This is an optimization exercise on Yosys and OpenROAD, whose aim is small area and a short achievable clock period, not a production implementation.
At most, simulation tests tie the RTL to the original design; equivalence was not proved.
Function not checked in runs 1 and 2: the RTL went through the layout flow alone.
Power figures rest on the tool's default switching activity, not on a simulated workload.

==> design.v <==
`default_nettype none
package tcpStreamPkg;
	typedef logic [7:0]  byteT;
	typedef logic [31:0] ipAddrT;
	typedef logic [15:0] portT;
	typedef logic [31:0] seqNumT;
	typedef logic [15:0] lenT;
	typedef logic [5:0]  cntT;
	localparam byteT ETH_TYPE_IPV4_HI = 8'h08;
	localparam byteT ETH_TYPE_IPV4_LO = 8'h00;
	localparam byteT ETH_TYPE_VLAN_HI = 8'h81;
	localparam lenT        IP_TCP_MIN_HDR = 16'd40;	 
	localparam logic [3:0] MIN_HDR_WORDS  = 4'd5;	 
	localparam cntT MAC_BYTES      = 6'd12;	 
	localparam cntT VLAN_BYTES     = 6'd3;	 
	localparam cntT IP_FIXED_BYTES = 6'd20;
	localparam cntT TCP_PORT_BYTES = 6'd4;
	localparam cntT TCP_SEQ_BYTES  = 6'd4;
	localparam cntT TCP_ACK_BYTES  = 6'd4;
	localparam cntT TCP_REST_BYTES = 6'd6;	 
	localparam cntT IP_LEN_HI_POS = 6'd2;
	localparam cntT IP_LEN_LO_POS = 6'd3;
	localparam cntT IP_PROTO_POS  = 6'd9;
	localparam cntT IP_SRC_POS    = 6'd12;
	localparam cntT IP_DST_POS    = 6'd16;
	typedef enum logic [7:0] {
		protoTcp   = 8'd6,
		protoOther = 8'hff	 
	} ipProtoT;
	typedef enum logic [5:0] {
		stIdle,
		stMac,
		stEthTypeHi,
		stEthTypeLo,
		stVlan,
		stIpFixed,
		stIpOpt,
		stTcpPorts,
		stTcpSeq,
		stTcpAck,
		stTcpOffset,
		stTcpFlags,
		stTcpRest,
		stTcpOpt,
		stPayload
	} parseStateT;
endpackage
`default_nettype wire
`timescale 1ns/1ps
`default_nettype none
import tcpStreamPkg::*;
module frameParser (
	input  wire                  CLOCK,
	input  wire                  rst,
	input  wire                  newPkt,
	input  wire                  byteIn,		 
	input  wire tcpStreamPkg::byteT   data,
	input  wire                  isVlanHi,	 
	input  wire                  isIpv4Hi,
	input  wire                  isIpv4Lo,
	input  wire                  isTcp,
	input  wire tcpStreamPkg::ipAddrT srcIp,
	input  wire tcpStreamPkg::ipAddrT dstIp,
	input  wire tcpStreamPkg::portT   srcPort,
	input  wire tcpStreamPkg::portT   dstPort,
	output logic                 payNext,	 
	output logic                 payFirst,
	output logic                 segValid,
	output tcpStreamPkg::seqNumT segSeq,
	output logic                 segSyn,
	output tcpStreamPkg::lenT    segLen
);
	logic sMac, sEthHi, sEthLo, sVlan, sIpFixed, sIpOpt, sTcpPorts, sTcpSeq;
	logic sTcpAck, sTcpOffset, sTcpFlags, sTcpRest, sTcpOpt, sPayload;
	tcpStreamPkg::cntT    left;		 
	tcpStreamPkg::cntT    leftLoad;
	logic                 fieldLast;
	logic                 hdrDone;
	logic [3:0]           ihl;
	logic [3:0]           dataOff;
	logic                 ipTcp;
	tcpStreamPkg::seqNumT seqReg;
	logic                 synFlag;
	logic                 match;		 
	logic                 firstFlag;
	tcpStreamPkg::lenT    payLeft;
	logic [8:0]           payLenLo;	 
	logic [3:0]           hdrWords;
	logic                 hiBorrow;	 
	logic                 loZero;		 
	logic                 payLast;		 
	logic                 payNonZero;	 
	tcpStreamPkg::byteT   cmpByte;
	logic [11:0]          cmpSel;		 
	logic                 cmpIn;
	logic ihlLow, ihlMin, ihlOpt, offMin, offOpt;
	assign ihlLow = ihl < MIN_HDR_WORDS;
	assign ihlMin = ihl == MIN_HDR_WORDS;
	assign ihlOpt = ihl > MIN_HDR_WORDS;
	assign offMin = dataOff == MIN_HDR_WORDS;
	assign offOpt = dataOff > MIN_HDR_WORDS;
	assign fieldLast = left == '0;
	assign hdrDone = byteIn && fieldLast && ((sTcpRest && offMin) || sTcpOpt);
	assign payFirst = firstFlag;
	assign segValid = !rst && hdrDone && match;
	assign segSeq   = seqReg;
	assign segSyn   = synFlag;
	assign segLen   = payLeft;	 
	assign hdrWords = sTcpOffset ? ihl : dataOff;
	assign payLenLo = {1'b0, payLeft[7:0]} - {3'b000, hdrWords, 2'b00};
	assign leftLoad =
		({6{sEthHi && isVlanHi}}              & (VLAN_BYTES - 1'b1)) |
		({6{sEthLo}}                          & (IP_FIXED_BYTES - 1'b1)) |
		({6{sIpFixed && ihlOpt}}              & {4'(ihl - 4'd6), 2'b11}) |
		({6{(sIpFixed && !ihlOpt) || sIpOpt || sTcpPorts || sTcpSeq}} & (TCP_SEQ_BYTES - 1'b1)) |
		({6{sTcpFlags}}                       & (TCP_REST_BYTES - 1'b1)) |
		({6{sTcpRest}}                        & {4'(dataOff - 4'd6), 2'b11});
	assign payNext = !rst && !newPkt &&
		(byteIn ? (hdrDone && match && payNonZero) || (sPayload && !payLast) : sPayload);
	always_ff @(posedge CLOCK) begin
		if (rst) begin
			{sMac, sEthHi, sEthLo, sVlan, sIpFixed, sIpOpt, sTcpPorts, sTcpSeq} <= '0;
			{sTcpAck, sTcpOffset, sTcpFlags, sTcpRest, sTcpOpt, sPayload} <= '0;
			match     <= 1'b0;
			firstFlag <= 1'b0;
		end else if (newPkt) begin
			{sMac, sEthHi, sEthLo, sVlan, sIpFixed, sIpOpt, sTcpPorts, sTcpSeq} <= 8'b1000_0000;
			{sTcpAck, sTcpOffset, sTcpFlags, sTcpRest, sTcpOpt, sPayload} <= '0;
			match <= 1'b1;
		end else if (byteIn) begin
			sMac       <= sMac && !fieldLast;
			sEthHi     <= (sMac || sVlan) && fieldLast;
			sVlan      <= (sEthHi && isVlanHi) || (sVlan && !fieldLast);
			sEthLo     <= sEthHi && !isVlanHi && isIpv4Hi;
			sIpFixed   <= (sEthLo && isIpv4Lo) || (sIpFixed && !fieldLast);
			sIpOpt     <= (sIpFixed && fieldLast && ihlOpt) || (sIpOpt && !fieldLast);
			sTcpPorts  <= (((sIpFixed && ihlMin) || sIpOpt) && fieldLast && ipTcp) ||
				(sTcpPorts && !fieldLast);
			sTcpSeq    <= (sTcpPorts && fieldLast) || (sTcpSeq && !fieldLast);
			sTcpAck    <= (sTcpSeq && fieldLast) || (sTcpAck && !fieldLast);
			sTcpOffset <= sTcpAck && fieldLast;
			sTcpFlags  <= sTcpOffset;
			sTcpRest   <= sTcpFlags || (sTcpRest && !fieldLast);
			sTcpOpt    <= (sTcpRest && fieldLast && offOpt) || (sTcpOpt && !fieldLast);
			sPayload   <= payNext;
			if (cmpIn && data != cmpByte)
				match <= 1'b0;
			if (hdrDone && match && payNonZero)
				firstFlag <= 1'b1;
			else if (sPayload)
				firstFlag <= 1'b0;
		end
	end
	always_ff @(posedge CLOCK) begin
		if (newPkt)
			left <= MAC_BYTES - 1'b1;
		else if (byteIn)
			left <= fieldLast ? leftLoad : left - 1'b1;
	end
	assign cmpIn = byteIn && ((sIpFixed && left <= IP_FIXED_BYTES - 1'b1 - IP_SRC_POS) || sTcpPorts);
	logic [95:0] sessBytes;
	assign sessBytes = {srcIp, dstIp, srcPort, dstPort};
	always_comb begin
		cmpByte = '0;
		for (int i = 0; i < 12; i++)
			cmpByte = cmpByte | (sessBytes[95 - 8 * i -: 8] & {8{cmpSel[i]}});
	end
	always_ff @(posedge CLOCK) begin
		if (newPkt)
			cmpSel <= 12'b0000_0000_0001;
		else if (cmpIn)
			cmpSel <= {cmpSel[10:0], 1'b0};
	end
	always_ff @(posedge CLOCK) begin
		if (byteIn) begin
			if (sIpFixed && left == IP_FIXED_BYTES - 1'b1)
				ihl <= data[3:0];
			if (sIpFixed && left == IP_FIXED_BYTES - 1'b1 - IP_PROTO_POS)
				ipTcp <= isTcp;
			if (sTcpSeq)
				seqReg <= {seqReg[23:0], data};	 
			if (sTcpOffset)
				dataOff <= data[7:4];
			if (sTcpFlags)
				synFlag <= data[1];
		end
	end
	always_ff @(posedge CLOCK) begin
		if (hiBorrow)
			payLeft[15:8] <= payLeft[15:8] - 1'b1;
		hiBorrow <= 1'b0;
		if (byteIn) begin
			if (sPayload) begin
				payLeft[7:0] <= payLeft[7:0] - 1'b1;
				if (loZero) payLeft[15:8] <= payLeft[15:8] - 1'b1;
			end else if (sIpFixed && left == IP_FIXED_BYTES - 1'b1 - IP_LEN_HI_POS)
				payLeft[15:8] <= data;
			else if (sIpFixed && left == IP_FIXED_BYTES - 1'b1 - IP_LEN_LO_POS)
				payLeft[7:0] <= data;
			else if (sTcpOffset || sTcpFlags) begin
				payLeft[7:0] <= payLenLo[7:0];
				hiBorrow     <= payLenLo[8];
			end
		end
		loZero     <= (byteIn && sPayload) ? payLeft[7:0] == 8'd1 : payLeft[7:0] == 8'd0;
		payLast    <= (byteIn && sPayload) ? payLeft == 16'd2 : payLeft == 16'd1;
		payNonZero <= payLeft != '0;
	end
endmodule
`default_nettype wire
`timescale 1ns/1ps
`default_nettype none
module payloadFifo #(
	parameter int fifoDepth = 64
) (
	input  wire                CLOCK,
	input  wire                rst,
	input  wire                payValidNext,	 
	input  wire tcpStreamPkg::byteT payData,
	input  wire                payFirst,
	input  wire                outReady,
	output logic               outValid,
	output tcpStreamPkg::byteT outData,
	output logic               outFirst,
	output logic               dropped
);
	localparam int tailDepth = 63;
	logic [8:0] tail [tailDepth];
	logic [8:0] head;
	logic [8:0] din;
	logic [8:0] snd;
	logic [7:0] sndHi;	 
	logic [7:0] sndLo;	 
	logic       empty;	 
	logic       one;	 
	logic       full;	 
	logic payValid;
	logic doWrite;		 
	logic fullNext;
	logic doRead;
	logic inc;
	logic dec;
	assign din     = {payFirst, payData};
	assign doRead  = !empty && outReady;
	assign inc     = doWrite && !doRead;
	assign dec     = doRead && !doWrite;
	assign {outFirst, outData} = head;
	always_comb begin
		snd = '0;
		for (int i = 0; i < tailDepth; i++)
			snd = snd | (tail[i] & {9{sndHi[i / 8] && sndLo[i % 8]}});
	end
	always_ff @(posedge CLOCK) begin
		if (doWrite) begin
			tail[0] <= din;
			for (int i = 1; i < tailDepth; i++)
				tail[i] <= tail[i-1];
		end
	end
	logic headDin;
	logic headSnd;
	logic headHold;
	assign headDin  = doWrite && (empty || (doRead && one));
	assign headSnd  = doRead && !headDin;
	assign headHold = !doRead && !headDin;
	always_ff @(posedge CLOCK) begin
		head <= ({9{headDin}} & din) | ({9{headSnd}} & snd) | ({9{headHold}} & head);
	end
	assign fullNext = rst ? 1'b0 :
		inc ? sndHi[7] && sndLo[5] :	 
		dec ? 1'b0 : full;
	always_ff @(posedge CLOCK) begin
		payValid <= payValidNext;
		doWrite  <= payValidNext && !fullNext;
		full     <= fullNext;
	end
	always_ff @(posedge CLOCK) begin
		if (rst) begin
			sndHi    <= 8'b1000_0000;	 
			sndLo    <= 8'b0100_0000;
			outValid <= 1'b0;
			empty    <= 1'b1;
			one      <= 1'b0;
			dropped  <= 1'b0;
		end else begin
			outValid <= inc || (dec ? !one : !empty);
			if (inc) begin
				sndLo    <= {sndLo[6:0], sndLo[7]};
				if (sndLo[7]) sndHi <= {sndHi[6:0], sndHi[7]};
				empty    <= 1'b0;
				one      <= empty;
			end
			if (dec) begin
				sndLo    <= {sndLo[0], sndLo[7:1]};
				if (sndLo[0]) sndHi <= {sndHi[0], sndHi[7:1]};
				empty    <= one;
				one      <= sndHi[0] && sndLo[0];	 
			end
			if (payValid && full)
				dropped <= 1'b1;
		end
	end
endmodule
`default_nettype wire
`timescale 1ns/1ps
`default_nettype none
import tcpStreamPkg::*;
module seqTracker (
	input  wire                 CLOCK,
	input  wire                 rst,
	input  wire                 segValid,
	input  wire tcpStreamPkg::seqNumT segSeq,
	input  wire                 segSyn,
	input  wire tcpStreamPkg::lenT    segLen,
	output logic                gapped
);
	tcpStreamPkg::seqNumT expSeq;		 
	logic   synSeen;
	logic   seqMiss;
	logic [3:0] pend;		 
	logic   carry0;		 
	logic   carry1;		 
	logic   carry;
	logic [8:0] sumLo;
	logic [8:0] sumHi;
	assign sumLo = segSyn ? 9'(segSeq[7:0]) + 9'd1 : 9'(segSeq[7:0]) + 9'(segLen[7:0]);
	assign sumHi = segSyn ? {1'b0, segSeq[15:8]}   : 9'(segSeq[15:8]) + 9'(segLen[15:8]);
	always_ff @(posedge CLOCK) begin
		seqMiss <= segSeq != expSeq;
		pend    <= {pend[2:0], segValid};
		if (pend[0]) begin	 
			{carry0, expSeq[7:0]}  <= sumLo;
			{carry1, expSeq[15:8]} <= sumHi;
		end
		if (pend[1]) begin
			expSeq[15:8] <= expSeq[15:8] + 8'(carry0);
			carry        <= carry1 || (carry0 && expSeq[15:8] == 8'hff);
		end
		if (pend[2])
			{carry, expSeq[23:16]} <= 9'(segSeq[23:16]) + 9'(carry);
		if (pend[3])
			expSeq[31:24]          <= segSeq[31:24] + 8'(carry);
	end
	always_ff @(posedge CLOCK) begin
		if (rst) begin
			synSeen <= 1'b0;
			gapped  <= 1'b0;
		end else if (segValid) begin
			if (segSyn) begin
				synSeen <= 1'b1;
				gapped  <= 1'b0;
			end else begin
				gapped <= synSeen && seqMiss;
			end
		end
	end
endmodule
`default_nettype wire
`timescale 1ns/1ps
`default_nettype none
import tcpStreamPkg::*;
module tcpStream #(
	parameter int fifoDepth = 64
) (
	input  wire                  CLOCK,
	input  wire                  rst,
	input  wire                  newPkt,
	input  wire                  dataValid,
	input  wire tcpStreamPkg::byteT   data,
	input  wire tcpStreamPkg::ipAddrT srcIp,
	input  wire tcpStreamPkg::portT   srcPort,
	input  wire tcpStreamPkg::ipAddrT dstIp,
	input  wire tcpStreamPkg::portT   dstPort,
	input  wire                  outReady,
	output logic                 outValid,
	output tcpStreamPkg::byteT   outData,
	output logic                 outFirst,
	output logic                 dropped,
	output logic                 gapped
);
	logic               rstQ;
	logic               newPktQ;
	logic               byteInQ;	 
	tcpStreamPkg::byteT dataQ;
	logic               isVlanHiQ;
	logic               isIpv4HiQ;
	logic               isIpv4LoQ;
	logic               isTcpQ;
	always_ff @(posedge CLOCK) begin
		rstQ      <= rst;
		newPktQ   <= newPkt;
		byteInQ   <= dataValid && !newPkt;
		dataQ     <= data;
		isVlanHiQ <= data == ETH_TYPE_VLAN_HI;
		isIpv4HiQ <= data == ETH_TYPE_IPV4_HI;
		isIpv4LoQ <= data == ETH_TYPE_IPV4_LO;
		isTcpQ    <= data == 8'(protoTcp);
	end
	logic   payNext;
	logic   payValidNext;	 
	logic   payFirst;
	assign payValidNext = !rst && dataValid && !newPkt && payNext;
	logic   segValid;
	tcpStreamPkg::seqNumT segSeq;
	logic   segSyn;
	tcpStreamPkg::lenT    segLen;
	frameParser frameParser_i (
		.CLOCK(CLOCK), .rst(rstQ),
		.newPkt(newPktQ), .byteIn(byteInQ), .data(dataQ),
		.isVlanHi(isVlanHiQ), .isIpv4Hi(isIpv4HiQ), .isIpv4Lo(isIpv4LoQ), .isTcp(isTcpQ),
		.srcIp(srcIp), .dstIp(dstIp), .srcPort(srcPort), .dstPort(dstPort),
		.payNext(payNext), .payFirst(payFirst),
		.segValid(segValid), .segSeq(segSeq), .segSyn(segSyn), .segLen(segLen)
	);
	payloadFifo #(.fifoDepth(fifoDepth)) payloadFifo_i (
		.CLOCK(CLOCK), .rst(rst),
		.payValidNext(payValidNext), .payData(dataQ), .payFirst(payFirst),
		.outReady(outReady), .outValid(outValid), .outData(outData),
		.outFirst(outFirst), .dropped(dropped)
	);
	seqTracker seqTracker_i (
		.CLOCK(CLOCK), .rst(rst),
		.segValid(segValid), .segSeq(segSeq), .segSyn(segSyn), .segLen(segLen),
		.gapped(gapped)
	);
endmodule
`default_nettype wire
==> flow/run.sh <==
#!/bin/bash
# The standard layout, with plain buffers on the ports in place of the
# delay buffers that buffer_ports picks by default. Every port still gets
# its own buffer.
set -euo pipefail
export BUFFER_PORTS_ARGS="-buffer_cell sky130_fd_sc_hd__buf_1"
bash standard.sh > standard.log 2>&1
==> standard.sh <==
#!/bin/bash
# synth_recipe.tcl (not shown) runs the flow's synth.tcl, then flattens the netlist and writes it again
# the make line also repeats each setting of config.mk as NAME=value (left out here)
make -C /OpenROAD-flow-scripts/flow DESIGN_CONFIG=/design/flow/config.mk WORK_HOME=/design/flow/orfs CLKGATE_MAP_FILE= SYNTH_SCRIPT=/design/flow/synth_recipe.tcl "${@:-finish}"
==> config.mk <==
export PLATFORM = sky130hd
export DESIGN_NAME = tcpStream
export DESIGN_NICKNAME = tcpStream
export VERILOG_FILES = /design/flow/design.v
export SDC_FILE = /design/flow/constraint.sdc
export NUM_CORES = 4
export LEC_CHECK = 0
export ABC_CLOCK_PERIOD_IN_PS = 2200
export CAP_MARGIN = 20
export CORE_MARGIN = 2
export CORE_UTILIZATION = 40
export CTS_BUF_LIST = sky130_fd_sc_hd__clkbuf_16
export CTS_CLUSTER_DIAMETER = 120
export CTS_CLUSTER_SIZE = 24
export PLACE_DENSITY = 0.6
export SETUP_SLACK_MARGIN = 3.3
export SLEW_MARGIN = 20
==> constraint.sdc <==
create_clock -name core_clock -period 5.5 [get_ports {CLOCK}]
set_input_delay 1.1000 -clock core_clock [delete_from_list [all_inputs] [get_ports {CLOCK}]]
set_output_delay 1.1000 -clock core_clock [all_outputs]
set_load 0.01 [all_outputs]
==> results of run 1 <==
-- area by class of cell --
| class | instances | area share (%) |
|---|---|---|
| clock buffers | 39 | 2.87 |
| clock inverters | 27 | 0.342 |
| well taps | 969 | 3.56 |
| repair buffers | 218 | 5.02 |
| multi-input cells | 1168 | 24.0 |
| flip-flops and latches | 752 | 63.6 |
| inverters | 44 | 0.607 |
-- layout by cell type, fill, tap and decap left out, drive strengths merged, types with 60 or more instances in the layout --
cell,count
inv,60
dfxtp,100
nand2,88
xnor2,61
a22oi,153
nor2,117
nand3,125
a21oi,96
buf,212
edfxtp,652
-- worst reg2reg max path, cell delays in order (launching register included) --
cell and delay, ns:
dfxtp_4 0.45, buf_6 0.22, nand3_1 0.11, nand4_1 0.07, or4_1 0.48, or4_1 0.40, or4_1 0.43, o22ai_2 0.11
o21ai_1 0.07
-- sequential cells by signal (all words and copies together) (netlist names), 6 cells and up, named ones only --
register / count
dataQ: 8
frameParser_i.cmpSel: 12
frameParser_i.left: 6
frameParser_i.payLeft: 16
frameParser_i.seqReg: 32
payloadFifo_i.head: 9
payloadFifo_i.sndHi: 8
payloadFifo_i.sndLo: 8
payloadFifo_i.tail: 567
seqTracker_i.expSeq: 32
-- what timing repair did --
item / CTS / global route
endpoints found under the setup margin: 565 / 45
gates resized for setup: 119 / 61
hold buffers: 0 / 0
pin swaps: 17 / 27
buffers inserted: 36 / 26
cloned: 2 / 4
-- kinds of logic (layout without fill, tap and decap cells) --
| group | after synthesis | in the layout |
|---|---|---|
| muxes | 21 | 21 |
| DFF | 752 | 752 |
| and+or+nand+nor | 478 | 478 |
| buffers and inverters | 177 | 328 |
| adders and majority gates | 40 | 40 |
| xor gates and xnor gates | 90 | 90 |
| AOI/OAI and AO/OA | 539 | 539 |
-- power by group through the flow --
stage	Clock [mW]	Sequential, mW	Combinational, mW
after floorplan	0	6.28	0.0602
after global placement	0	6.30	0.133
after detailed placement	0	6.30	0.137
after CTS	3.17	6.17	0.159
after global routing	3.33	6.18	0.178
final	3.12	6.17	0.165
-- routing by layer --
| layer | vias to the layer above | part of all wire [%] | track usage [%] |
|---|---|---|---|
| met5 | - | 0 | 0 |
| met4 | 0 | 3.1 | 7.10 |
| met3 | 176 | 10 | 3.69 |
| li1 | 8549 | - | - |
| met2 | 1170 | 47 | 33.3 |
| met1 | 10009 | 40 | 29.2 |
-- stage by stage --
| step | setup WS (ns) | total power [mW] | setup TNS [ns] |
|---|---|---|---|
| after floorplan | -0.0436 | 6.34 | -0.0591 |
| after global placement | 1.98 | 6.43 | 0 |
| after detailed placement | 2.04 | 6.44 | 0 |
| after CTS | 3.02 | 9.50 | 0 |
| after global routing | 2.94 | 9.69 | 0 |
| final | 2.97 | 9.46 | 0 |
-- worst paths after layout --
path                                            start                       endpoint
hold / removal                         isTcpQ$_DFF_P_  frameParser_i.ipTcp$_DFFE_PP_
setup reg to reg  payloadFifo_i.sndLo[2]$_SDFFE_PP0P_  payloadFifo_i.head[6]$_DFF_P_
setup / recovery                             outReady  payloadFifo_i.head[6]$_DFF_P_
hold reg to reg                        isTcpQ$_DFF_P_  frameParser_i.ipTcp$_DFFE_PP_
==> impl_results.md, run 1 <==
* Yosys warnings at 5
* Pint at 7.51 mW
* Crit path DAT at 2.98 ns
* Most frequent cell after synthesis: edfxtp_1
* R2R depth at 8
* Biggest area consumer among synthesized cells: edfxtp_1
* Global-route wire length before repair at between 100 and 150 mm
* Share of layout cells above drive strength 1 at 12.0%
* Final ANT Viol Nets at 0
* Die area at 0.0773 mm2
* Final hold viol count at 0
* Via count at 19904
* Area grow syn2layout at 13.3%
* Total CTS buffers at 37
* Fmax at roughly 390 MHz
* Synth top area cells: edfxtp_1 (65%), dfxtp_1 (6.7%), a22oi_1 (3.8%)
* Switching part of the total at between 20% and 30%
* Clock Root Buffer: clkbuf_16
* Main synth FF type: edfxtp_1
* Min Tclk post-route at 2.53 ns
* RSZ-0062 raised after global routing: yes
* Compound-Gate Fraction of Synth Area at a little over an eighth
* Power Density at around 280 mW/mm2
* Area of the multi-input gates at between 0.008 and 0.009 mm2
* Worst EP required at 5.95 ns
* GP Congestion at around 0.9
* Slew @ Worst Pin at ~1 ns
* Die height at 278 um
* Drt via density at roughly 6.2
* Cell depth of the worst min-delay path at 0
* Final count of pins violating max slew at 0
* R2R Setup Slk at 3.01 ns
* Async SR Flop Fraction at 0%
* Netlist cell types at 67
* Vias in the first global route at 19431
* CP Launch Type: primary input
* Synth Register Bits at 752
* Fin Hold WS at 0.415 ns
* Dpl hpwl at 50.5 mm
* Reg area at between 0.02 and 0.025 mm2
* Initial DRC Count at slightly above 3000
* Gr ovfl total at 0
* Max_slew headroom at between 30% and 40%
* Worst-Skew Late Latency at roughly 0.60 ns
* Area after DPL at 0.0316 mm2
* P_sw at ~2 mW
* Worst-path clk slew at 0.10 ns
* Cell family with most CP delay: simple AND/OR/NAND/NOR gates
* Crit-path max cell delay at 0.52 ns
* Drt wl/cell at 26.6 um
* Slowest CP cell: or4_1
* CTS tree: done
* Chip width at around 280 um
* Fillers at 6553
* MaxCap Viol Count at 0
* Antenna violations before repair at 2
* Outcome: finished clean
* PortBufs at 120
* Non-Filler Instances at 3217
* Post-Route WL at 85.6 mm
* Cell row count at 100
* Design Area, Final at 0.0340 mm2
* Final setup vio count at 0
* Largest family of logic cells by synthesized area: compound AO/OA/AOI/OAI gates
* Largest net degree at the start of global routing at 189
* CP Depth at 9
* Setup Skew at 0.0269 ns
* Comb pwr share at 1.7%
* Drc violations at 0
* I/O pins at about 120
* Worst path bufs/invs at 2
* First drt pass iteration count at 8
* Syn_area_per_cell at about 14 um2
* Synth Area in Adders at under 10%
* Sequential area share after synthesis at 71.9%
* H-tree levels at 2
* EDFF count, synth at 652
* Clk buf depth at 3
* Synth Area in Simple Gates at under 10%
* Util after Layout at between 40% and 50%
* Nets at 2370
* Synth cell count leaders: edfxtp_1 (652), a22oi_1 (151), nand3_1 (125), nor2_1 (117), clkbuf_1 (113)
* Core Box Area at 0.0744 mm2
* Clock share of power at between 30% and 40%
* Register share of total power at 65.3%
* Synth top area share at 65.2%
* Mapped Cells at 2097
* Worst setup EP type: flop
* Global Route Usage Sum at 21.0%
* Placed cells at about 3100
* CP dominant cell by count: or4_1
* Synth Net Count at approximately 2200
* P_leak at 10.7 nW
* Fin crit share at about 46%
* Crit Path Max Fanout at 2
* Tightest Hold Check Type: reg2reg
* Initial core utilization at roughly 40%
* CP Class: in2reg
* CTS sink count at 752
* Post-synthesis xor/xnor area fraction at 2.62%
* Worst vdd ir at ~0.00022 V
* Multiplexer area fraction after synthesis at 0.708%
* Critical path cell sequence: buf_4, nand2b_4, inv_2, nand4_1, or4_1, or4_1, or4_1, o22ai_2, o21ai_1
* Post-Syn Area at 0.0300 mm2
* Inserted Diodes at 0
==> inputs of run 2 (changes only) <==
--- a/config.mk
+++ b/config.mk
@@ -8,10 +8,10 @@
 export ABC_CLOCK_PERIOD_IN_PS = 2200
 export CAP_MARGIN = 20
 export CORE_MARGIN = 2
-export CORE_UTILIZATION = 40
+export CORE_UTILIZATION = 55
 export CTS_BUF_LIST = sky130_fd_sc_hd__clkbuf_16
 export CTS_CLUSTER_DIAMETER = 120
 export CTS_CLUSTER_SIZE = 24
-export PLACE_DENSITY = 0.6
+export PLACE_DENSITY = 0.7
 export SETUP_SLACK_MARGIN = 3.3
 export SLEW_MARGIN = 20
==> impl_results.md, run 2 <==
* Clk buf depth at 3 (unchanged)
* Synth cell count leaders: edfxtp_1 (652), a22oi_1 (151), nand3_1 (125), nor2_1 (117), clkbuf_1 (113) (unchanged)
* Fmax at 407 MHz (was 395 MHz)
* I/O pins at 121 (unchanged)
* Multiplexer area fraction after synthesis at 0.708% (unchanged)
* Dpl hpwl at 46.8 mm (was 50.5 mm)
* EDFF count, synth at 652 (unchanged)
* CTS tree: done (unchanged)
* Fin Hold WS at 0.413 ns (was 0.415 ns)
* Share of layout cells above drive strength 1 at 11.6% (was 12.0%)
* Most frequent cell after synthesis: edfxtp_1 (unchanged)
* CP Launch Type: flop (was primary input)
* Crit path DAT at 2.92 ns (was 2.98 ns)
* Biggest area consumer among synthesized cells: edfxtp_1 (unchanged)
* Netlist cell types at 67 (unchanged)
* Largest net degree at the start of global routing at 186 (was 189)
* MaxCap Viol Count at 0 (unchanged)
* Min Tclk post-route at 2.46 ns (was 2.53 ns)
* Drc violations at 0 (unchanged)
* Global Route Usage Sum at 27.5% (was 21.0%)
* Gr ovfl total at 0 (unchanged)
* Fillers at 3887 (was 6553)
* Largest reg by FF count: payloadFifo_i.tail (unchanged)
* Fin crit share at 44.7% (was 46.1%)
* Setup Skew at 0.0240 ns (was 0.0269 ns)
* Die area at 0.0565 mm2 (was 0.0773 mm2)
* Yosys warnings at 5 (unchanged)
* Post-Syn Area at 0.0300 mm2 (unchanged)
* Compound-Gate Fraction of Synth Area at 13.0% (unchanged)
* Synth top area share at 65.2% (unchanged)
* CTS sink count at 752 (unchanged)
* RSZ-0062 raised after global routing: yes (unchanged)
* Largest registers: payloadFifo_i.tail (567), frameParser_i.seqReg (32), seqTracker_i.expSeq (32) (unchanged)
* Power Density at 281 mW/mm2 (was 278 mW/mm2)
* Max FFs per register at 567 (unchanged)
* Drt via density at 6.78 (was 6.19)
* Final ANT Viol Nets at 0 (unchanged)
* Drt wl/cell at 27.3 um (was 26.6 um)
* Crit Path Max Fanout at 5 (was 2)
* Met3 wire length at 9.49 mm (was 8.79 mm)
* Via count at 19901 (was 19904)
* Final setup vio count at 0 (unchanged)
* H-tree levels at 2 (unchanged)
* Main synth FF type: edfxtp_1 (unchanged)
* Slew @ Worst Pin at 1.10 ns (was 0.999 ns)
* Inserted Diodes at 0 (unchanged)
* Synth Area in Simple Gates at 7.77% (unchanged)
* Syn_area_per_cell at 14.3 um2 (unchanged)
* CP Class: reg2reg (was in2reg)
* Area grow syn2layout at 11.8% (was 13.3%)
* Core Box Area at 0.0539 mm2 (was 0.0744 mm2)
* PortBufs at 120 (unchanged)
* Total CTS buffers at 37 (unchanged)
* Pwr Total at 9.42 mW (was 9.46 mW)
* Final hold viol count at 0 (unchanged)
* Util after Layout at 62.3% (was 45.7%)
* Chip width at 238 um (was 278 um)
* Tightest Hold Check Type: reg2reg (unchanged)
* Most common cell after layout, fill and taps aside: edfxtp_1 (unchanged)
* Cell row count at 85 (was 100)
* Synth Area in Adders at 1.74% (unchanged)
* Worst EP required at 5.96 ns (was 5.95 ns)
* Commonest cells after routing, fill and taps aside: edfxtp_1 (652), a22oi_1 (150), nand3_1 (121) (was edfxtp_1 (652), a22oi_1 (151), nand3_1 (121))
* Antenna violations before repair at 1 (was 2)
* Vias in the first global route at 19504 (was 19431)
* Max_slew headroom at 26.8% (was 33.4%)
* Nets at 2359 (was 2370)
* Global-route wire length before repair at 117 mm (was 123 mm)
* Worst setup EP type: flop (unchanged)
* Met2 Wirelength at 37.3 mm (was 39.8 mm)
* P_leak at 10.6 nW (was 10.7 nW)
* First drt pass iteration count at 7 (was 8)
* Worst-Skew Late Latency at 0.60 ns (about the same)
* Worst-path clk slew at 0.10 ns (about the same)
* Synth Net Count at 2246 (unchanged)
* Largest family of logic cells by synthesized area: compound AO/OA/AOI/OAI gates (unchanged)
* DR top layer: met4 (unchanged)
* Initial DRC Count at 3062 (was 3101)
* GP Congestion at 0.902 (was 0.885)
* Sequential area share after synthesis at 71.9% (unchanged)
* Post-synthesis xor/xnor area fraction at 2.62% (unchanged)
* Worst vdd ir at 0.000253 V (was 0.000215 V)
* Die height at 238 um (was 278 um)
* Synth Register Bits at 752 (unchanged)
* Met1 wire length at 31.0 mm (was 34.3 mm)
* Mapped Cells at 2097 (unchanged)
* Final count of pins violating max slew at 0 (unchanged)
* Post-Route WL at 80.0 mm (was 85.6 mm)
* Async SR Flop Fraction at 0% (unchanged)
* Clock Root Buffer: clkbuf_16 (unchanged)
* Initial core utilization at 55.7% (was 40.3%)
* Outcome: finished clean (unchanged)
* Synth top area cells: edfxtp_1 (65%), dfxtp_1 (6.7%), a22oi_1 (3.8%) (unchanged)
[run 2: metal layers]
layer  vias to the layer above  GRT usage (%)
met3                       171           6.13
met4                         0           9.22
met5                         -              0
met2                      1334           43.5
met1                      9860           38.0
li1                       8536              -
[run 2: path summary, 6_finish.rpt]
kind / start / endpoint / slack (ns) / depth (start not counted)
setup / recovery: payloadFifo_i.sndLo[6]$_SDFFE_PP1P_ / payloadFifo_i.head[6]$_DFF_P_ / 3.04 / 8
hold / removal: isTcpQ$_DFF_P_ / frameParser_i.ipTcp$_DFFE_PP_ / 0.41 / 0
setup reg to reg: payloadFifo_i.sndLo[6]$_SDFFE_PP1P_ / payloadFifo_i.head[6]$_DFF_P_ / 3.04 / 8
hold reg to reg: isTcpQ$_DFF_P_ / frameParser_i.ipTcp$_DFFE_PP_ / 0.41 / 0
[run 2: power breakdown]
| part | internal [mW] | switching (mW) | total (mW) |
|---|---|---|---|
| Combinational | 0.0886 | 0.0744 | 0.163 |
| Clock | 1.31 | 1.77 | 3.08 |
| Sequential | 6.12 | 0.0501 | 6.17 |
[run 2: critical path, cell delays in order, from the launching register on]
cell and delay, ns:
dfxtp_4 0.37, buf_12 0.14, a22oi_2 0.14, o22ai_1 0.08
or4_1 0.52, or4_1 0.40, or4_1 0.48, o22ai_1 0.12
o21ai_1 0.07
[run 2: timing repair]
| item | 4_1_cts | 5_1_grt |
|---|---|---|
| pin swaps | 21 | 37 |
| setup endpoints to repair | 63 | 51 |
| gates cloned | 3 | 2 |
| hold buffers | 0 | 0 |
| buffers inserted | 38 | 19 |
| resized for setup | 117 | 61 |
[run 2: logic make-up (layout without fill, tap and decap cells)]
group                    Yosys count  in the layout
buffers and inverters            177            319
adder cells (fa/ha/maj)           40             40
AND/OR/NAND/NOR                  478            478
XOR/XNOR                          90             90
flip-flops                       752            752
multiplexers                      21             21
AO/OA/AOI/OAI                    539            539
[run 2: cell type report]
cell class,count,area [um2],share of cell area [%]
clock buffer,39,976,2.91
clock inverter,29,126,0.376
inverter,44,208,0.619
multi-input combinational,1168,8150,24.3
sequential,752,21700,64.6
tap,696,871,2.59
timing repair buffer,207,1560,4.65
[run 2: metrics by stage]
stage | TNS, ns | setup slack [ns] | area (um2) | std cells
floorplan | -0.0591 | -0.0436 | 30300 | 2097
global placement | 0 | 2.10 | 31300 | 2805
detailed placement | 0 | 2.15 | 31300 | 2805
CTS | 0 | 3.07 | 33100 | 2914
global route | 0 | 3.00 | 33600 | 2935
finish | 0 | 3.04 | 33600 | 2935
==> inputs of run 3 (changes only) <==
--- a/design.v
+++ b/design.v
@@ -92,6 +92,7 @@
 	logic                 payNonZero;	 
 	tcpStreamPkg::byteT   cmpByte;
 	logic [11:0]          cmpSel;		 
+	tcpStreamPkg::byteT   cmpNext;
 	logic                 cmpIn;
 	logic ihlLow, ihlMin, ihlOpt, offMin, offOpt;
 	assign ihlLow = ihl < MIN_HDR_WORDS;
@@ -161,15 +162,18 @@
 	logic [95:0] sessBytes;
 	assign sessBytes = {srcIp, dstIp, srcPort, dstPort};
 	always_comb begin
-		cmpByte = '0;
-		for (int i = 0; i < 12; i++)
-			cmpByte = cmpByte | (sessBytes[95 - 8 * i -: 8] & {8{cmpSel[i]}});
+		cmpNext = '0;
+		for (int i = 1; i < 12; i++)
+			cmpNext = cmpNext | (sessBytes[95 - 8 * i -: 8] & {8{cmpSel[i]}});
 	end
 	always_ff @(posedge CLOCK) begin
-		if (newPkt)
-			cmpSel <= 12'b0000_0000_0001;
-		else if (cmpIn)
-			cmpSel <= {cmpSel[10:0], 1'b0};
+		if (newPkt) begin
+			cmpByte <= sessBytes[95:88];
+			cmpSel  <= 12'b0000_0000_0010;
+		end else if (cmpIn) begin
+			cmpByte <= cmpNext;
+			cmpSel  <= {cmpSel[10:0], 1'b0};
+		end
 	end
 	always_ff @(posedge CLOCK) begin
 		if (byteIn) begin
--- a/config.mk
+++ b/config.mk
@@ -8,10 +8,10 @@
 export ABC_CLOCK_PERIOD_IN_PS = 2200
 export CAP_MARGIN = 20
 export CORE_MARGIN = 2
-export CORE_UTILIZATION = 55
+export CORE_UTILIZATION = 60
 export CTS_BUF_LIST = sky130_fd_sc_hd__clkbuf_16
 export CTS_CLUSTER_DIAMETER = 120
-export CTS_CLUSTER_SIZE = 24
-export PLACE_DENSITY = 0.7
+export CTS_CLUSTER_SIZE = 28
+export PLACE_DENSITY = 0.75
 export SETUP_SLACK_MARGIN = 3.3
 export SLEW_MARGIN = 20
==> impl_results.md, run 3 <==
* Gr ovfl total at 0 (unchanged)
* Tightest Hold Check Type: reg2reg (unchanged)
* Non-Filler Instances at 2903 (was 2935)
* Design Area, Final at 0.0333 mm2 (was 0.0336 mm2)
* Sequential area share after synthesis at 71.5% (was 71.9%)
* Most common cell after layout, fill and taps aside: edfxtp_1 (unchanged)
* Multiplexer area fraction after synthesis at 0.899% (was 0.708%)
* Compound-Gate Fraction of Synth Area at 13.4% (was 13.0%)
* Global Route Usage Sum at 27.3% (was 27.5%)
* Netlist cell types at 71 (was 67)
* Placed cells at 2806 (was 2805)
* Fin crit share at 41.0% (was 44.7%)
* H-tree levels at 1 (was 2)
* Worst EP required at 4.40 ns (was 5.96 ns)
* Worst-path clk slew at 0.11 ns (was 0.10 ns)
* Antenna violations before repair at 3 (was 1)
* Drc violations at 0 (unchanged)
* Share of layout cells above drive strength 1 at 8.65% (was 11.6%)
* Synth Register Bits at 759 (was 752)
* Crit-path max cell delay at 0.38 ns (was 0.52 ns)
* Area after DPL at 0.0315 mm2 (was 0.0313 mm2)
* Vias in the first global route at 18968 (was 19504)
* PortBufs at 120 (unchanged)
* P_leak at 10.7 nW (was 10.6 nW)
* Power Density at 275 mW/mm2 (was 281 mW/mm2)
* Final hold viol count at 0 (unchanged)
* Largest registers: payloadFifo_i.tail (567), frameParser_i.seqReg (32), seqTracker_i.expSeq (32) (unchanged)
* Global-route wire length before repair at 111 mm (was 117 mm)
* R2R depth at 9 (was 8)
* Cell row count at 82 (was 85)
* Largest reg by FF count: payloadFifo_i.tail (unchanged)
* Inserted Diodes at 0 (unchanged)
* Initial core utilization at 60.7% (was 55.7%)
* Max FFs per register at 567 (unchanged)
* Total CTS buffers at 31 (was 37)
* Crit Path Max Fanout at 2 (was 5)
* Drt via density at 6.80 (was 6.78)
* Mapped Cells at 2120 (was 2097)
* Main synth FF type: edfxtp_1 (unchanged)
* Fin Hold WS at 0.433 ns (was 0.413 ns)
* Area grow syn2layout at 9.19% (was 11.8%)
* Yosys warnings at 5 (unchanged)
* CP Depth at 1 (was 8)
* Crit path DAT at 1.15 ns (was 2.92 ns)
* CTS sink count at 759 (was 752)
* Post-synthesis xor/xnor area fraction at 2.67% (was 2.62%)
* Synth cell count leaders: edfxtp_1 (660), a22oi_1 (196), nand2_1 (132), nor2_1 (114) (was edfxtp_1 (652), a22oi_1 (151), nand3_1 (125), nor2_1 (117), clkbuf_1 (113))
* Slew @ Worst Pin at 0.981 ns (was 1.10 ns)
* Post-Syn Area at 0.0305 mm2 (was 0.0300 mm2)
* Die height at 229 um (was 238 um)
* Pwr Total at 9.15 mW (was 9.42 mW)
* Setup Skew at 0.0454 ns (was 0.0240 ns)
* Min Tclk post-route at 2.25 ns (was 2.46 ns)
* Final setup vio count at 0 (unchanged)
* CP Class: reg2out (was reg2reg)
* Dpl hpwl at 45.7 mm (was 46.8 mm)
* Initial DRC Count at 2923 (was 3062)
* GP Congestion at 0.930 (was 0.902)
* Chip width at 229 um (was 238 um)
* Biggest area consumer among synthesized cells: edfxtp_1 (unchanged)
* Post-Route WL at 75.0 mm (was 80.0 mm)
* Synth top area share at 65.0% (was 65.2%)
* Clock Root Buffer: clkbuf_16 (unchanged)
* Routing usage on met3 at 5.23% (was 6.13%)
* EDFF count, synth at 660 (was 652)
* Fmax at 444 MHz (was 407 MHz)
* Synth Area in Adders at 1.72% (was 1.74%)
* Via count at 19749 (was 19901)
* Final ANT Viol Nets at 0 (unchanged)
* Worst-Skew Late Latency at 0.65 ns (was 0.60 ns)
* MaxCap Viol Count at 0 (unchanged)
* Largest net degree at the start of global routing at 236 (was 186)
* Worst vdd ir at 0.000246 V (was 0.000253 V)
* Most frequent cell after synthesis: edfxtp_1 (unchanged)
* CTS tree: done (unchanged)
* RSZ-0062 raised after global routing: yes (unchanged)
* Synth Net Count at 2269 (was 2246)
* CTS Hold Buffers Added at 0 (unchanged)
* Async SR Flop Fraction at 0% (unchanged)
* Commonest cells after routing, fill and taps aside: edfxtp_1 (660), a22oi_1 (196), nand2_1 (130) (was edfxtp_1 (652), a22oi_1 (150), nand3_1 (121))
* Gr busiest metal: met2 (unchanged)
* Die area at 0.0526 mm2 (was 0.0565 mm2)
* R2R Setup Slk at 3.29 ns (was 3.04 ns)
* Slowest CP cell: dfxtp_4 (was or4_1)
* Largest family of logic cells by synthesized area: compound AO/OA/AOI/OAI gates (unchanged)
* Drt wl/cell at 25.8 um (was 27.3 um)
* Synth Area in Simple Gates at 7.65% (was 7.77%)
* Clk buf depth at 3 (unchanged)
* CP Launch Type: flop (unchanged)
* Critical path cell sequence: buf_6 (was buf_12, a22oi_2, o22ai_1, or4_1, or4_1, or4_1, o22ai_1, o21ai_1)
* Syn_area_per_cell at 14.4 um2 (was 14.3 um2)
* Cell depth of the worst min-delay path at 0 (unchanged)
* Met2 Track Usage GR at 44.2% (was 43.5%)
* Worst setup EP type: primary output (was flop)
* Synth top area cells: edfxtp_1 (65%), dfxtp_1 (6.5%), a22oi_1 (4.8%) (was edfxtp_1 (65%), dfxtp_1 (6.7%), a22oi_1 (3.8%))
* Worst path bufs/invs at 1 (unchanged)
* Cell family with most CP delay: flip-flops (was simple AND/OR/NAND/NOR gates)
* Outcome: finished clean (unchanged)
* Final count of pins violating max slew at 0 (unchanged)
* M1 GR Usage at 38.4% (was 38.0%)
* Core Box Area at 0.0502 mm2 (was 0.0539 mm2)
* Max_slew headroom at 34.6% (was 26.8%)
* I/O pins at 121 (unchanged)
* Nets at 2355 (was 2359)
* First drt pass iteration count at 9 (was 7)
## run 3: kinds of logic after synthesis
| family | count (synthesis) |
|---|---|
| adder cells (fa/ha/maj) | 40 |
| flip-flops | 759 |
| multiplexers | 27 |
| AND/OR/NAND/NOR | 484 |
| buffers and inverters | 165 |
| AO/OA/AOI/OAI | 552 |
| XOR/XNOR | 93 |
## run 3: area by class of cell
class | instances | area (um2)
clock buffer | 31 | 776
clock inverter | 27 | 133
fill | 3460 | 16900
inverter | 34 | 138
multi-input combinational | 1196 | 8240
sequential | 759 | 21900
tap | 672 | 841
timing repair buffer | 184 | 1260
## run 3: per-layer routing
metal	up-vias	wire length [um]
met4	4	2330
met3	206	8120
met5	-	28
li1	8505	-
met1	9701	29300
met2	1333	35200
## run 3: path summary, 6_finish.rpt
check	from	endpoint
setup / recovery	payloadFifo_i.head[2]$_DFF_P_	outData[2]
hold / removal	payloadFifo_i.tail[22][2]$_DFFE_PP_	payloadFifo_i.tail[23][2]$_DFFE_PP_
setup reg to reg	frameParser_i.ihl[0]$_DFFE_PP_	frameParser_i.payLeft[6]$_DFFE_PP_
hold reg to reg	payloadFifo_i.tail[22][2]$_DFFE_PP_	payloadFifo_i.tail[23][2]$_DFFE_PP_
## run 3: timing repair
action,CTS,global route
resized for setup,87,43
pin swaps,1,13
setup buffers,17,19
gates cloned,0,1
endpoints found under the hold margin,0,0
setup endpoints to repair,380,181
## run 3: through the flow
stage          setup TNS [ns]  util [%]  setup WS [ns]
3_5_place_dp                0      62.8           2.60
2_1_floorplan           -2.89         -         -0.221
4_1_cts                     0      65.5           3.16
5_1_grt                     0      66.3           3.21
6_report                    0      66.3           3.25
3_3_place_gp                0      62.8           2.70
## run 3: power by group
group	internal, mW	leakage [nW]	switching (mW)
Combinational	0.0933	3.40	0.0848
Sequential	6.19	6.76	0.0521
Clock	1.05	0.531	1.68
==> inputs of run 4 (changes only) <==
--- a/config.mk
+++ b/config.mk
@@ -8,10 +8,10 @@
 export ABC_CLOCK_PERIOD_IN_PS = 2200
 export CAP_MARGIN = 20
 export CORE_MARGIN = 2
-export CORE_UTILIZATION = 60
+export CORE_UTILIZATION = 50
 export CTS_BUF_LIST = sky130_fd_sc_hd__clkbuf_16
 export CTS_CLUSTER_DIAMETER = 120
-export CTS_CLUSTER_SIZE = 28
-export PLACE_DENSITY = 0.75
+export CTS_CLUSTER_SIZE = 24
+export PLACE_DENSITY = 0.65
 export SETUP_SLACK_MARGIN = 3.3
 export SLEW_MARGIN = 20
==> impl_results.md, run 4 <==
* Pwr Total at 9.50 mW (was 9.15 mW)
* Area after DPL at 0.0317 mm2 (was 0.0315 mm2)
* Tightest Hold Check Type: reg2reg (unchanged)
* Antenna violations before repair at 1 (was 3)
* Pint at 7.60 mW (was 7.33 mW)
* CTS sink count at 759 (unchanged)
* Dpl hpwl at 46.6 mm (was 45.7 mm)
* Initial core utilization at 50.5% (was 60.7%)
* PortBufs at 120 (unchanged)
* CTS Hold Buffers Added at 0 (unchanged)
* Largest net degree at the start of global routing at 221 (was 236)
* Chip width at 251 um (was 229 um)
* Drt wl/cell at 25.4 um (was 25.8 um)
* Initial DRC Count at 2463 (was 2923)
* Worst EP required at 5.95 ns (was 4.40 ns)
* Synth Net Count at 2269 (unchanged)
* Min Tclk post-route at 2.27 ns (was 2.25 ns)
* Cell family with most CP delay: compound AO/OA/AOI/OAI gates (was flip-flops)
* Netlist cell types at 71 (unchanged)
* Sequential area share after synthesis at 71.5% (unchanged)
* Nets at 2364 (was 2355)
* Synth Register Bits at 759 (unchanged)
* Biggest area consumer among synthesized cells: edfxtp_1 (unchanged)
* Worst path bufs/invs at 1 (unchanged)
* Post-Syn Area at 0.0305 mm2 (unchanged)
* Slowest CP cell: dfxtp_4 (unchanged)
* Fmax at 440 MHz (was 444 MHz)
* Syn_area_per_cell at 14.4 um2 (unchanged)
* Most common cell after layout, fill and taps aside: edfxtp_1 (unchanged)
* Core Box Area at 0.0604 mm2 (was 0.0502 mm2)
* GP Congestion at 0.872 (was 0.930)
* Final count of pins violating max slew at 0 (unchanged)
* Worst-path clk slew at 0.09 ns (was 0.11 ns)
* Via count at 19564 (was 19749)
* Vias in the first global route at 18924 (was 18968)
* Clock Root Buffer: clkbuf_16 (unchanged)
* P_sw at 1.90 mW (was 1.82 mW)
* Die height at 251 um (was 229 um)
* CTS tree: done (unchanged)
* Synth top area share at 65.0% (unchanged)
* H-tree levels at 2 (was 1)
* Final hold viol count at 0 (unchanged)
* Inserted Diodes at 0 (unchanged)
* Design Area, Final at 0.0336 mm2 (was 0.0333 mm2)
* Drc violations at 0 (unchanged)
* MaxCap Viol Count at 0 (unchanged)
* Worst vdd ir at 0.000216 V (was 0.000246 V)
* Power Density at 283 mW/mm2 (was 275 mW/mm2)
* First drt pass iteration count at 8 (was 9)
* Gr ovfl total at 0 (unchanged)
* Worst-Skew Late Latency at 0.60 ns (was 0.65 ns)
* CP dominant cell by count: o221ai_1
* Synth cell count leaders: edfxtp_1 (660), a22oi_1 (196), nand2_1 (132), nor2_1 (114) (unchanged)
* Fillers at 4821 (was 3460)
* Global-route wire length before repair at 115 mm (was 111 mm)
* Slew @ Worst Pin at 0.936 ns (was 0.981 ns)
* Share of layout cells above drive strength 1 at 9.22% (was 8.65%)
* Clock share of power at 32.2% (was 29.8%)
* Largest registers: payloadFifo_i.tail (567), frameParser_i.seqReg (32), seqTracker_i.expSeq (32) (unchanged)
* EDFF count, synth at 660 (unchanged)
* Synth top area cells: edfxtp_1 (65%), dfxtp_1 (6.5%), a22oi_1 (4.8%) (unchanged)
* Yosys warnings at 5 (unchanged)
* Fin crit share at 41.3% (was 41.0%)
* Comb pwr share at 2.0% (was 1.9%)
* Util after Layout at 55.6% (was 66.3%)
* Max_slew headroom at 37.5% (was 34.6%)
* Max FFs per register at 567 (unchanged)
* Final ANT Viol Nets at 0 (unchanged)
* RSZ-0062 raised after global routing: yes (unchanged)
* Setup Skew at 0.0288 ns (was 0.0454 ns)
* Crit path DAT at 2.72 ns (was 1.15 ns)
* Outcome: finished clean (unchanged)
* Cell row count at 90 (was 82)
* Critical path cell sequence: buf_4, a22o_1, a221oi_1, o221ai_1, nor4_2, o221ai_1 (was buf_6)
* Worst setup margin at 3.23 ns (was 3.25 ns)
* P_leak at 10.8 nW (was 10.7 nW)
* Switching part of the total at 20.0% (was 19.9%)
* Mapped Cells at 2120 (unchanged)
* Largest reg by FF count: payloadFifo_i.tail (unchanged)
* Async SR Flop Fraction at 0% (unchanged)
* Area grow syn2layout at 10.2% (was 9.19%)
* Global Route Usage Sum at 23.8% (was 27.3%)
* Crit-path max cell delay at 0.50 ns (was 0.38 ns)
* Register share of total power at 65.8% (was 68.2%)
* Most frequent cell after synthesis: edfxtp_1 (unchanged)
* CP Launch Type: flop (unchanged)
* Main synth FF type: edfxtp_1 (unchanged)
* Fin Hold WS at 0.414 ns (was 0.433 ns)
* Crit Path Max Fanout at 27 (was 2)
* CP Class: reg2reg (was reg2out)
* Worst setup EP type: flop (was primary output)
* I/O pins at 121 (unchanged)
* Final setup vio count at 0 (unchanged)
* Place WS at 2.59 ns (was 2.60 ns)
* Post-Route WL at 77.0 mm (was 75.0 mm)
* Die area at 0.0629 mm2 (was 0.0526 mm2)
* Total CTS buffers at 37 (was 31)
* Drt via density at 6.47 (was 6.80)
* Clk buf depth at 3 (unchanged)
* Commonest cells after routing, fill and taps aside: edfxtp_1 (660), a22oi_1 (195), nand2_1 (129) (was edfxtp_1 (660), a22oi_1 (196), nand2_1 (130))
[run 4: cell counts after synthesis]
Identical to the previous run, type by type.
[run 4: final timing paths]
path                                           from                       endpoint  slack (ns)  cells after the start
setup reg to reg  payloadFifo_i.sndHi[1]$_SDFF_PP0_  payloadFifo_i.head[0]$_DFF_P_        3.23                      6
hold / removal                       isTcpQ$_DFF_P_  frameParser_i.ipTcp$_DFFE_PP_        0.41                      0
setup / recovery  payloadFifo_i.sndHi[1]$_SDFF_PP0_  payloadFifo_i.head[0]$_DFF_P_        3.23                      6
hold reg to reg                      isTcpQ$_DFF_P_  frameParser_i.ipTcp$_DFFE_PP_        0.41                      0
[run 4: timing repair]
item | 4_1_cts | 5_1_grt
endpoints found under the setup margin | 559 | 297
resized for setup | 76 | 51
pin swaps | 4 | 16
buffers inserted | 22 | 15
cloned | 0 | 0
[run 4: cells by family after synthesis]
logic type | count (synthesis) | share of synthesized area [%]
AO/OA/AOI/OAI | 552 | 13.4
XOR/XNOR | 93 | 2.67
adder cells (fa/ha/maj) | 40 | 1.72
buffers and inverters | 165 | 2.11
flip-flops | 759 | 71.5
multiplexers | 27 | 0.899
AND/OR/NAND/NOR | 484 | 7.65
[run 4: area by class of cell]
cell class | instances | area [um2] | share of cell area, %
sequential | 759 | 21900 | 65.2
multi-input combinational | 1196 | 8230 | 24.5
timing repair buffer | 187 | 1240 | 3.69
tap | 782 | 978 | 2.91
clock buffer | 39 | 976 | 2.91
inverter | 34 | 149 | 0.443
clock inverter | 29 | 121 | 0.361
[run 4: metal layers]
metal | global-route usage, % | wire [um] | vias up
met5 | 0 | 13 | -
met4 | 6.65 | 1930 | 2
met3 | 3.48 | 6490 | 142
met2 | 38.6 | 36100 | 1046
met1 | 33.9 | 32400 | 9841
li1 | - | - | 8533
[run 4: power groups by stage]
| stage | clock [mW] | combinational, mW | sequential (mW) |
|---|---|---|---|
| final | 3.06 | 0.188 | 6.25 |
| after global routing | 3.30 | 0.205 | 6.25 |
| after CTS | 3.12 | 0.182 | 6.25 |
| after detailed placement | 0 | 0.148 | 6.38 |
| after global placement | 0 | 0.145 | 6.38 |
| after floorplan | 0 | 0.0740 | 6.35 |
[run 4: metrics by stage]
stage,cells,setup TNS [ns]
after detailed placement,2919,0
after CTS,3009,0
after global placement,2919,0
after floorplan,2120,-2.89
final,3026,0
after global routing,3026,0
==> inputs of run 5 (changes only) <==
--- a/config.mk
+++ b/config.mk
@@ -8,10 +8,10 @@
 export ABC_CLOCK_PERIOD_IN_PS = 2200
 export CAP_MARGIN = 20
 export CORE_MARGIN = 2
-export CORE_UTILIZATION = 50
+export CORE_UTILIZATION = 58
 export CTS_BUF_LIST = sky130_fd_sc_hd__clkbuf_16
 export CTS_CLUSTER_DIAMETER = 120
 export CTS_CLUSTER_SIZE = 24
-export PLACE_DENSITY = 0.65
+export PLACE_DENSITY = 0.72
 export SETUP_SLACK_MARGIN = 3.3
 export SLEW_MARGIN = 20
==> impl_results.md, run 5 <==
* Outcome: finished clean (unchanged)
* Sequential area share after synthesis at 71.5% (unchanged)
* GP Congestion at 0.876 (was 0.872)
* Min Tclk post-route at 2.27 ns (about the same)
* R2R Setup Slk at 3.23 ns (about the same)
* Synth top area cells: edfxtp_1 (65%), dfxtp_1 (6.5%), a22oi_1 (4.8%) (unchanged)
* Placed cells at 2822 (was 2919)
* R2r startpoint: payloadFifo_i.sndLo[7]$_SDFFE_PP0P_ (was payloadFifo_i.sndHi[1]$_SDFF_PP0_)
* Largest reg by FF count: payloadFifo_i.tail (unchanged)
* Pint at 7.59 mW (was 7.60 mW)
* Post-Syn Area at 0.0305 mm2 (unchanged)
* Slew @ Worst Pin at 1.02 ns (was 0.936 ns)
* Largest net degree at the start of global routing at 196 (was 221)
* Synth Register Bits at 759 (unchanged)
* Pwr Total at 9.48 mW (was 9.50 mW)
* Die height at 233 um (was 251 um)
* Drc violations at 0 (unchanged)
* PortBufs at 120 (unchanged)
* Global-route wire length before repair at 112 mm (was 115 mm)
* Async SR Flop Fraction at 0% (unchanged)
* Die area at 0.0544 mm2 (was 0.0629 mm2)
* Final ANT Viol Nets at 0 (unchanged)
* Crit-path max cell delay at 0.46 ns (was 0.50 ns)
* Met2 Track Usage GR at 43.8% (was 38.6%)
* Comb pwr share at 1.9% (was 2.0%)
* Core Box Area at 0.0522 mm2 (was 0.0604 mm2)
* RSZ-0062 raised after global routing: yes (unchanged)
* Largest registers: payloadFifo_i.tail (567), frameParser_i.seqReg (32), seqTracker_i.expSeq (32) (unchanged)
* Gr ovfl total at 0 (unchanged)
* Share of layout cells above drive strength 1 at 9.12% (was 9.22%)
* Worst setup margin at 3.23 ns (about the same)
* MaxCap Viol Count at 0 (unchanged)
* Power Density at 283 mW/mm2 (about the same)
* Commonest cells after routing, fill and taps aside: edfxtp_1 (660), a22oi_1 (196), nand2_1 (130) (was edfxtp_1 (660), a22oi_1 (195), nand2_1 (129))
* Worst vdd ir at 0.000221 V (was 0.000216 V)
* Most common cell after layout, fill and taps aside: edfxtp_1 (unchanged)
* Util after Layout at 64.0% (was 55.6%)
* M1 GR Usage at 38.1% (was 33.9%)
* Total CTS buffers at 37 (unchanged)
* Fmax at 441 MHz (was 440 MHz)
* EDFF count, synth at 660 (unchanged)
* Biggest area consumer among synthesized cells: edfxtp_1 (unchanged)
* CTS Hold Buffers Added at 0 (unchanged)
* Gr busiest metal: met2 (unchanged)
* Synth Net Count at 2269 (unchanged)
* Routing usage on met3 at 4.54% (was 3.48%)
* Mapped Cells at 2120 (unchanged)
* Synth top area share at 65.0% (unchanged)
* Drt wl/cell at 26.1 um (was 25.4 um)
* Worst r2r dst: payloadFifo_i.head[8]$_DFF_P_ (was payloadFifo_i.head[0]$_DFF_P_)
* CTS tree: done (unchanged)
* Final setup vio count at 0 (unchanged)
* Post-Route WL at 76.5 mm (was 77.0 mm)
* Slowest CP cell: dfxtp_4 (unchanged)
* Dpl hpwl at 45.6 mm (was 46.6 mm)
* Initial DRC Count at 2714 (was 2463)
* R2R depth at 7 (was 6)
* Final count of pins violating max slew at 0 (unchanged)
* Area grow syn2layout at 9.74% (was 10.2%)
* Worst-Skew Late Latency at 0.60 ns (about the same)
* Max_slew headroom at 31.8% (was 37.5%)
* Register share of total power at 65.9% (was 65.8%)
* CP dominant cell by count: a22o_1 (was o221ai_1)
* Worst-path clk slew at 0.10 ns (was 0.09 ns)
* Beginning of the critical path: payloadFifo_i.sndLo[7]$_SDFFE_PP0P_ (was payloadFifo_i.sndHi[1]$_SDFF_PP0_)
* Global Route Usage Sum at 27.3% (was 23.8%)
* Crit path DAT at 2.70 ns (was 2.72 ns)
* H-tree levels at 2 (unchanged)
* Worst Setup EP: payloadFifo_i.head[8]$_DFF_P_ (was payloadFifo_i.head[0]$_DFF_P_)
* CTS sink count at 759 (unchanged)
* Crit Path Max Fanout at 34 (was 27)
* Place WS at 2.54 ns (was 2.59 ns)
* Most frequent cell after synthesis: edfxtp_1 (unchanged)
* Netlist cell types at 71 (unchanged)
* Max FFs per register at 567 (unchanged)
* Worst setup EP type: flop (unchanged)
* CP Class: reg2reg (unchanged)
* Setup Skew at 0.0252 ns (was 0.0288 ns)
* Main synth FF type: edfxtp_1 (unchanged)
* Vias in the first global route at 19125 (was 18924)
* Final hold viol count at 0 (unchanged)
* Clock Root Buffer: clkbuf_16 (unchanged)
* Drt via density at 6.77 (was 6.47)
* Cell row count at 84 (was 90)
* CP Launch Type: flop (unchanged)
* Tightest Hold Check Type: reg2reg (unchanged)
* I/O pins at 121 (unchanged)
* Via count at 19834 (was 19564)
* Syn_area_per_cell at 14.4 um2 (unchanged)
* Chip width at 233 um (was 251 um)
* Clock share of power at 32.2% (about the same)
* Nets at 2357 (was 2364)
* Clk buf depth at 3 (unchanged)
* P_sw at 1.89 mW (was 1.90 mW)
* Initial core utilization at 58.3% (was 50.5%)
* Synth cell count leaders: edfxtp_1 (660), a22oi_1 (196), nand2_1 (132), nor2_1 (114) (unchanged)
* Non-Filler Instances at 2929 (was 3026)
* First drt pass iteration count at 8 (unchanged)
* Fin crit share at 41.3% (about the same)
* P_leak at 10.8 nW (about the same)
* Worst EP required at 5.93 ns (was 5.95 ns)
* Yosys warnings at 5 (unchanged)
* Critical path cell sequence: buf_12, a22o_1, a22o_1, a221oi_2, nand4_1, nor4_2, o221ai_1 (was buf_4, a22o_1, a221oi_1, o221ai_1, nor4_2, o221ai_1)
* Switching part of the total at 19.9% (was 20.0%)
* Antenna violations before repair at 0 (was 1)
run 5: cell counts after synthesis:
Identical to the previous run, type by type.
run 5: layer usage:
layer | wire length, um | up-vias
li1 | - | 8530
met1 | 30100 | 9909
met2 | 36500 | 1249
met3 | 7650 | 146
met4 | 2250 | 0
met5 | 0 | -
run 5: power by group through the flow:
stage	clock network, mW	registers, mW	logic [mW]
2_1_floorplan	0	6.35	0.0740
3_3_place_gp	0	6.37	0.142
3_5_place_dp	0	6.37	0.147
4_1_cts	3.10	6.24	0.176
5_1_grt	3.29	6.25	0.197
6_report	3.06	6.24	0.179
run 5: final cells by class:
| class | count | area [um2] |
|---|---|---|
| inverter | 34 | 143 |
| sequential | 759 | 21900 |
| multi-input combinational | 1196 | 8250 |
| clock inverter | 29 | 121 |
| tap | 688 | 861 |
| fill | 3705 | 18800 |
| clock buffer | 39 | 976 |
| antenna | 4 | 10.0 |
| timing repair buffer | 180 | 1190 |
run 5: what timing repair did:
| item | CTS | global route |
|---|---|---|
| pin swaps | 1 | 12 |
| gates cloned | 1 | 0 |
| resized for setup | 90 | 46 |
| setup endpoints to repair | 426 | 54 |
| setup buffers | 15 | 19 |
run 5: cell families (layout without fill, tap and decap cells):
family	after synthesis	after routing	synth area share [%]
AOI/OAI and AO/OA	552	552	13.4
xor gates and xnor gates	93	93	2.67
adders and majority gates	40	40	1.72
buffers and inverters	165	282	2.11
DFF	759	759	71.5
muxes	27	27	0.899
other	0	4	0
and+or+nand+nor	484	484	7.65
run 5: worst min-delay path by stage:
| stage | start | endpoint | slack, ns | cells past startpoint |
|---|---|---|---|---|
| final | isTcpQ$_DFF_P_ | frameParser_i.ipTcp$_DFFE_PP_ | 0.41 | 0 |
| after global routing | isTcpQ$_DFF_P_ | frameParser_i.ipTcp$_DFFE_PP_ | 0.43 | 0 |
| after CTS | isTcpQ$_DFF_P_ | frameParser_i.ipTcp$_DFFE_PP_ | 0.41 | 0 |
| after detailed placement | isTcpQ$_DFF_P_ | frameParser_i.ipTcp$_DFFE_PP_ | 0.39 | 0 |
| after global placement | isTcpQ$_DFF_P_ | frameParser_i.ipTcp$_DFFE_PP_ | 0.39 | 0 |
| after floorplan | seqTracker_i.pend[1]$_DFF_P_ | seqTracker_i.pend[2]$_DFF_P_ | 0.33 | 0 |
run 5: through the flow:
step                      cell area [um2]  hold WS (ns)  TNS (ns)
after CTS                           33100         0.414         0
after detailed placement            31600         0.391         0
after global routing                33400         0.427         0
after floorplan                     30600         0.329     -2.89
final                               33400         0.411         0
after global placement              31600         0.391         0
run 5: worst max-delay path, delay by kind of cell, from the launching register on:
family	cells	cell delay, ns
flip-flops	1	0.46
AO/OA/AOI/OAI	4	0.91
buffers and inverters	1	0.23
AND/OR/NAND/NOR	2	0.49

==> port drivers added, routing unchanged <==
The results above use ideal ports. As a check the final layouts listed here were re-extracted and re-timed, cells and wires unchanged. Step 1 assumes that a clkbuf_16 drives the clock port and a buf_2 every other input. Step 2 moves the port delays by t, midway between the first and last clock arrival at a register: inputs arrive t later, outputs are due t later. That takes back most of the time a late clock gives input paths. a / b / c = no drivers / after step 1 / after step 2; a / b = the first two.
run	t (ns)	setup slack, ns	worst slew at a driven data input, ns
run 1	0.647	2.966 / 2.996 / 2.349	0.05
run 2	0.637	3.042 / 3.042 / 2.413	0.06
run 3	0.681	3.247 / 3.190 / 2.693	0.07
run 4	0.647	3.228 / 3.225 / 2.683	0.10
run 5	0.639	3.231 / 3.202 / 2.778	0.08
After both steps setup and hold are still met in every run listed. For run 2, which loses most, drivers alone change the setup slack by 0.000 ns; drivers and shift together by -0.629 ns.
